This design comes from an exercise in tuning for small area, a short achievable clock period and few clock cycles per item on the open sky130 flow, not from production work.
Function was checked by simulation only, so behaviour that the tests miss may differ from the original.
Power and IR drop assume default switching activity.

gamma:
==> flow/design.v (excerpt) <==
module fft_stage_engine #(
    parameter int unsigned N_PTS  = 32,
    parameter int unsigned N_BFLY = 4,
    parameter int unsigned DW     = 16
) (
    input  logic                 clk,
    input  logic                 reset,
    input  logic                 in_valid,
    output logic                 in_ready,
    input  logic [2*DW-1:0]      in_data,
    output logic                 out_valid,
    input  logic                 out_ready,
    output logic [2*(DW+1)-1:0]  out_data,
    output logic                 out_last,
    output logic                 busy,
    output logic                 done
);
make LEC_CHECK=0 CAP_MARGIN=20 CORE_MARGIN=2 CORE_UTILIZATION=50 CTS_CLUSTER_DIAMETER=60 CTS_CLUSTER_SIZE=30 SETUP_SLACK_MARGIN=3.3 SLEW_MARGIN=20 finish   # period 5.5 ns
run.sh (not shown) runs the stock make flow with config.mk's settings and CLKGATE_MAP_FILE= SYNTH_SCRIPT=/design/flow/synth_recipe.tcl, a recipe that flattens the netlist after the stock synthesis.
Testbench counts of gamma, summed over its fixed seeds: cycles 6,344, frames 192.
The inputs of alpha differ from those of gamma as listed below.
--- a/flow/design.v
+++ b/flow/design.v
@@ -1,54 +1,55 @@
 package fft_pkg;
     localparam int unsigned MAX_IDX_W = 16;
 endpackage
 module fft_bfly2 #(
     parameter int unsigned DW = 16
 ) (
     input  logic [2*DW-1:0]     a,
-    input  logic [2*DW-1:0]     p,
+    input  logic [2*DW-1:0]     b,
     input  logic                ci,
     output logic [2*(DW+1)-1:0] y
 );
     localparam int unsigned W  = DW + 1;
     localparam int unsigned LV = $clog2(W);
-    function automatic logic [W-1:0] addp(input logic [W-1:0] x, input logic [W-1:0] q,
-                                          input logic s);
-        logic [W-1:0] pp, g, gn, pn;
+    function automatic logic [W-1:0] addsub(input logic [W-1:0] x, input logic [W-1:0] z,
+                                            input logic s);
+        logic [W-1:0] p, g, p0, gn, pn;
         logic [W:0]   c;
         integer i, l;
-        pp = q;
-        g  = x & ~q;
-        g[0] = g[0] | (pp[0] & s);
+        p0 = x ^ z;
+        g  = x & z;
+        p  = p0;
+        g[0] = g[0] | (p[0] & s);
         for (l = 0; l < LV; l = l + 1) begin
             gn = g;
-            pn = pp;
+            pn = p;
             for (i = 0; i < W; i = i + 1) begin
                 if (i >= (1 << l)) begin
-                    gn[i] = g[i] | (pp[i] & g[i - (1 << l)]);
-                    pn[i] = pp[i] & pp[i - (1 << l)];
+                    gn[i] = g[i] | (p[i] & g[i - (1 << l)]);
+                    pn[i] = p[i] & p[i - (1 << l)];
                 end
             end
-            g  = gn;
-            pp = pn;
+            g = gn;
+            p = pn;
         end
         c[0] = s;
         for (i = 0; i < W; i = i + 1) c[i+1] = g[i];
-        addp = q ^ c[W-1:0];
+        addsub = p0 ^ c[W-1:0];
     endfunction
-    logic [W-1:0] ar, ai, pr, pi;
+    logic [W-1:0] ar, ai, br, bi;
     assign ar = {a[2*DW-1], a[2*DW-1:DW]};
     assign ai = {a[DW-1],   a[DW-1:0]};
-    assign pr = {p[2*DW-1], p[2*DW-1:DW]};
-    assign pi = {p[DW-1],   p[DW-1:0]};
-    assign y = {addp(ar, pr, ci), addp(ai, pi, ci)};
+    assign br = {b[2*DW-1], b[2*DW-1:DW]};
+    assign bi = {b[DW-1],   b[DW-1:0]};
+    assign y = {addsub(ar, br, ci), addsub(ai, bi, ci)};
 endmodule
 module fft_stage_engine #(
     parameter int unsigned N_PTS  = 32,
     parameter int unsigned N_BFLY = 4,
     parameter int unsigned DW     = 16
 ) (
     input  logic                 clk,
     input  logic                 reset,
     input  logic                 in_valid,
     output logic                 in_ready,
     input  logic [2*DW-1:0]      in_data,
@@ -737,23 +738,23 @@
     logic [4:0]    rs;
     logic [NS-1:0] rsel;               
     logic [DB-1:0] d, dp, dm;
     logic          av;
     logic [1:0]    nfr, nfr_n;
     logic [2*DW-1:0] mem [NS];
     logic          wr_fire, rd_fire, pair_fire, out_load, out_fire;
     logic          in_last, out_done;
     logic          cv;                 
     logic          pv, pl;             
     logic          half;               
-    logic [2*DW-1:0] rc, ra, rb;       
+    logic [2*DW-1:0] rc, ra, rb;
     logic [OW-1:0] y_c;
     logic [2*DW-1:0] rdat;
     logic [AW-1:0]   rnext;
     always_comb begin
         rdat = '0;
         for (int i = 0; i < NS; i++) rdat = rdat | ({2*DW{rsel[i]}} & mem[i]);
     end
     logic [DB-1:0] th0, th1;
     logic          av_inc, av_dec, av_both, rdy_inc;
     assign av_inc  = dp >= th0;
     assign av_both = d >= th1;
@@ -824,33 +825,33 @@
             else if (out_load && half)     pv <= 1'b0;
             if (rd_fire && rs[0])          half <= 1'b0;
             else if (out_load && pv)       half <= !half;
             if (out_load) out_valid <= pv;
             nfr  <= nfr_n;
             busy <= (nfr_n != 2'd0);
             done <= out_done;
         end
     end
     fft_bfly2 #(.DW(DW)) u_bfly (
         .a    (ra),
-        .p    (rb),
+        .b    (rb),
         .ci   (half),
         .y    (y_c)
     );
     always_ff @(posedge clk) begin
         if (wr_fire) mem[waddr] <= in_data;
         if (rd_fire) begin
             if (rs[0]) begin
                 ra <= rc;
                 pl <= (rs == 5'd31);
             end else begin
                 rc <= rdat;
             end
         end
-        if (rd_fire && rs[0])            rb <= rc ^ rdat;
+        if (rd_fire && rs[0])            rb <= rdat;
         else if (out_load && pv && !half) rb <= ~rb;
         if (out_load) begin
             out_data <= y_c;
             out_last <= half && pl;
         end
     end
 endmodule
## What came out
- In alpha the net count after synthesis turned out 1.7% higher than in gamma.
- Slew at the pin with the worst max-slew slack (lower): alpha
- | final worst setup slack | higher: gamma |
- First-pass GRT wire length ended up about 3.4% higher on alpha than on gamma.
- Between alpha and gamma, the difference in clock tree cell share of total cell area is negligible.
- Cmp alpha and gamma / synthesized instance count / higher: alpha
- HPWL after detailed placement (alpha / gamma): 1.07
- From gamma to alpha the numbers moved as follows: clock-buffer cell count climbed 3; power dropped 0.00099 W; number of non-clock buffers in the layout dropped 11%.
- In alpha, the final instance area came out about 0.9% above the value in gamma.
- The placer congestion estimate of alpha is higher than that of gamma.
- The higher portion of the clock cycle consumed by the worst path in the final layout came out of alpha.
Testbench counts of alpha, summed over its fixed seeds: cycles 6,344, frames 192.

---

## the reference run
fft_stage_engine, a different RTL version from the one above (not shown whole).
For scale: ~2300 cells after synthesis, about 930 flip-flops, roughly 75 I/O pins, ~0.036 sq mm of cells after synthesis.
// fft_stage_engine
module fft_stage_engine #(
    parameter int unsigned N_PTS  = 32,
    parameter int unsigned N_BFLY = 4,
    parameter int unsigned DW     = 16
) (
    input  logic                 clk,
    input  logic                 reset,
    input  logic                 in_valid,
    output logic                 in_ready,
    input  logic [2*DW-1:0]      in_data,
    output logic                 out_valid,
    input  logic                 out_ready,
    output logic [2*(DW+1)-1:0]  out_data,
    output logic                 out_last,
    output logic                 busy,
    output logic                 done
);
    localparam int unsigned NB = 12;     
    localparam int unsigned OW = 2 * (DW + 1);
    function automatic logic [3:0] wslot0(input logic [1:0] f, input logic [4:0] s);
        case ({f, s})
            7'd0: wslot0 = 4'd0;
            7'd1: wslot0 = 4'd1;
            7'd2: wslot0 = 4'd0;
            7'd3: wslot0 = 4'd2;
            7'd4: wslot0 = 4'd0;
            7'd5: wslot0 = 4'd3;
            7'd6: wslot0 = 4'd0;
            7'd7: wslot0 = 4'd4;
            7'd8: wslot0 = 4'd0;
            7'd9: wslot0 = 4'd5;
            7'd10: wslot0 = 4'd0;
            7'd11: wslot0 = 4'd6;
            7'd12: wslot0 = 4'd0;
            7'd13: wslot0 = 4'd7;
            7'd14: wslot0 = 4'd0;
  ...
==> flow/config.mk <==
export PLATFORM = sky130hd
export DESIGN_NAME = fft_stage_engine
export DESIGN_NICKNAME = fft_stage_engine
export VERILOG_FILES = /design/flow/design.v
export SDC_FILE = /design/flow/constraint.sdc
export NUM_CORES = 4
export LEC_CHECK = 0
export CAP_MARGIN = 20
export CORE_MARGIN = 2
export CORE_UTILIZATION = 65
export CTS_CLUSTER_DIAMETER = 100
export CTS_CLUSTER_SIZE = 26
export SETUP_SLACK_MARGIN = 3.3
export SLEW_MARGIN = 20
==> flow/constraint.sdc <==
create_clock -name core_clock -period 5.5 [get_ports {clk}]
set_input_delay 1.1000 -clock core_clock [delete_from_list [all_inputs] [get_ports {clk}]]
set_output_delay 1.1000 -clock core_clock [all_outputs]
set_load 0.01 [all_outputs]
Testbench counts of the reference run, summed over its fixed seeds: cycles 6,344, frames 192.
Input-level comparison between the trial run and the reference run:
-- flow/design.v --
<<< the reference run, line 418
        endcase
    endfunction
    logic [4:0]    ws;
    logic          wfb;
>>> the trial run, line 418
        endcase
    endfunction
    function automatic logic [5:0] thr_next(input logic [3:0] m);
        case (m)
            4'd0: thr_next = 6'd25;
            4'd1: thr_next = 6'd21;
            4'd2: thr_next = 6'd29;
            4'd3: thr_next = 6'd19;
            4'd4: thr_next = 6'd27;
            4'd5: thr_next = 6'd23;
            4'd6: thr_next = 6'd31;
            4'd7: thr_next = 6'd18;
            4'd8: thr_next = 6'd26;
            4'd9: thr_next = 6'd22;
            4'd10: thr_next = 6'd30;
            4'd11: thr_next = 6'd20;
            4'd12: thr_next = 6'd28;
            4'd13: thr_next = 6'd24;
            4'd14: thr_next = 6'd32;
            4'd15: thr_next = 6'd17;
            default: thr_next = 6'd0;
        endcase
    endfunction
    logic [4:0]    ws;
    logic          wfb;
<<< the reference run, line 426
    logic [1:0]    rf0, rf1;
    logic [NB-1:0] rsel0, rsel1;
    logic [3:0]    rn0, rn1;           
    logic          av;
    logic [1:0]    nfr, nfr_n;
>>> the trial run, line 447
    logic [1:0]    rf0, rf1;
    logic [NB-1:0] rsel0, rsel1;
    logic [3:0]    rn0, rn1;
    logic [5:0]    th;
    logic          av;
    logic [1:0]    nfr, nfr_n;
<<< the reference run, line 442
    assign L  = lv[4:0];
    logic          rdy_w;
    assign av = (wfb != rfb) || ({1'b0, ws} >= ({2'b0, pm[0], pm[1], pm[2], pm[3]} + 6'd17));
    assign rdy_w = ({1'b0, L} + 6'd1) <= (ws[0] ? 6'd22 : 6'd23);
    logic [4:0]    i1;
>>> the trial run, line 464
    assign L  = lv[4:0];
    logic          rdy_w;
    assign av = (wfb != rfb) || ({1'b0, ws} >= th);
    assign rdy_w = ({1'b0, L} + 6'd1) <= (ws[0] ? 6'd22 : 6'd23);
    logic [4:0]    i1;
<<< the reference run, line 485
            rn0       <= 4'd4;
            rn1       <= 4'd8;
            nfr       <= '0;
            in_ready  <= 1'b1;
>>> the trial run, line 507
            rn0       <= 4'd4;
            rn1       <= 4'd8;
            th        <= 6'd17;
            nfr       <= '0;
            in_ready  <= 1'b1;
<<< the reference run, line 513
                rn0 <= rslot0(rf0, pm);
                rn1 <= rslot1(rf1, pm);
            end
            in_ready <= rd_fire || (in_ready && (!in_valid || rdy_w));
>>> the trial run, line 536
                rn0 <= rslot0(rf0, pm);
                rn1 <= rslot1(rf1, pm);
                th  <= thr_next(pm);
            end
            in_ready <= rd_fire || (in_ready && (!in_valid || rdy_w));
--- outcome ---
The reference run fits on a die that is smaller than the die of the trial run. Flops: the trial run more than the reference run. From the reference run to the trial run the numbers moved as follows: share of power burned in combinational logic shows an increase of 0.3 points, core area shows an increase of 750 sq um, worst-case setup margin in the final layout shows an increase of 0.19 ns. For the reference run, the critical path endpoint was rsel0[3], unlike the trial run, where it was rsel0[1].
Testbench counts of the trial run, summed over its fixed seeds: cycles 6,344, frames 192.

## port drivers added, routing unchanged
The flow's constraints put no driver on any port. The routed layouts listed below were extracted and timed again, unchanged, in two steps. Step 1: set_driving_cell puts a clkbuf_16 on clk and a buf_2 on each other input, an assumption about the parent block. Step 2 times the ports against the registers' clock, not the clock port: input delays grow and output delays shrink by t, the midpoint of the rising clock arrivals with the driver on. Slacks: ideal / step 1 / step 2; pairs: ideal / step 1.
| run | t, ns | slack for setup (ns) | worst setup path at the end |
|---|---|---|---|
| gamma | 0.736 | 3.173 / 3.108 / 2.625 | input to register |
| alpha | 0.746 | 3.004 / 3.004 / 2.618 | input to register |
| the reference run | 0.680 | 3.015 / 3.015 / 2.561 | input to register |
| the trial run | 0.690 | 3.208 / 3.144 / 2.589 | input to register |
After both steps every run listed still meets setup and hold. The setup slack of the trial run, which loses most, moves by -0.064 ns with the drivers and by -0.619 ns with both steps.
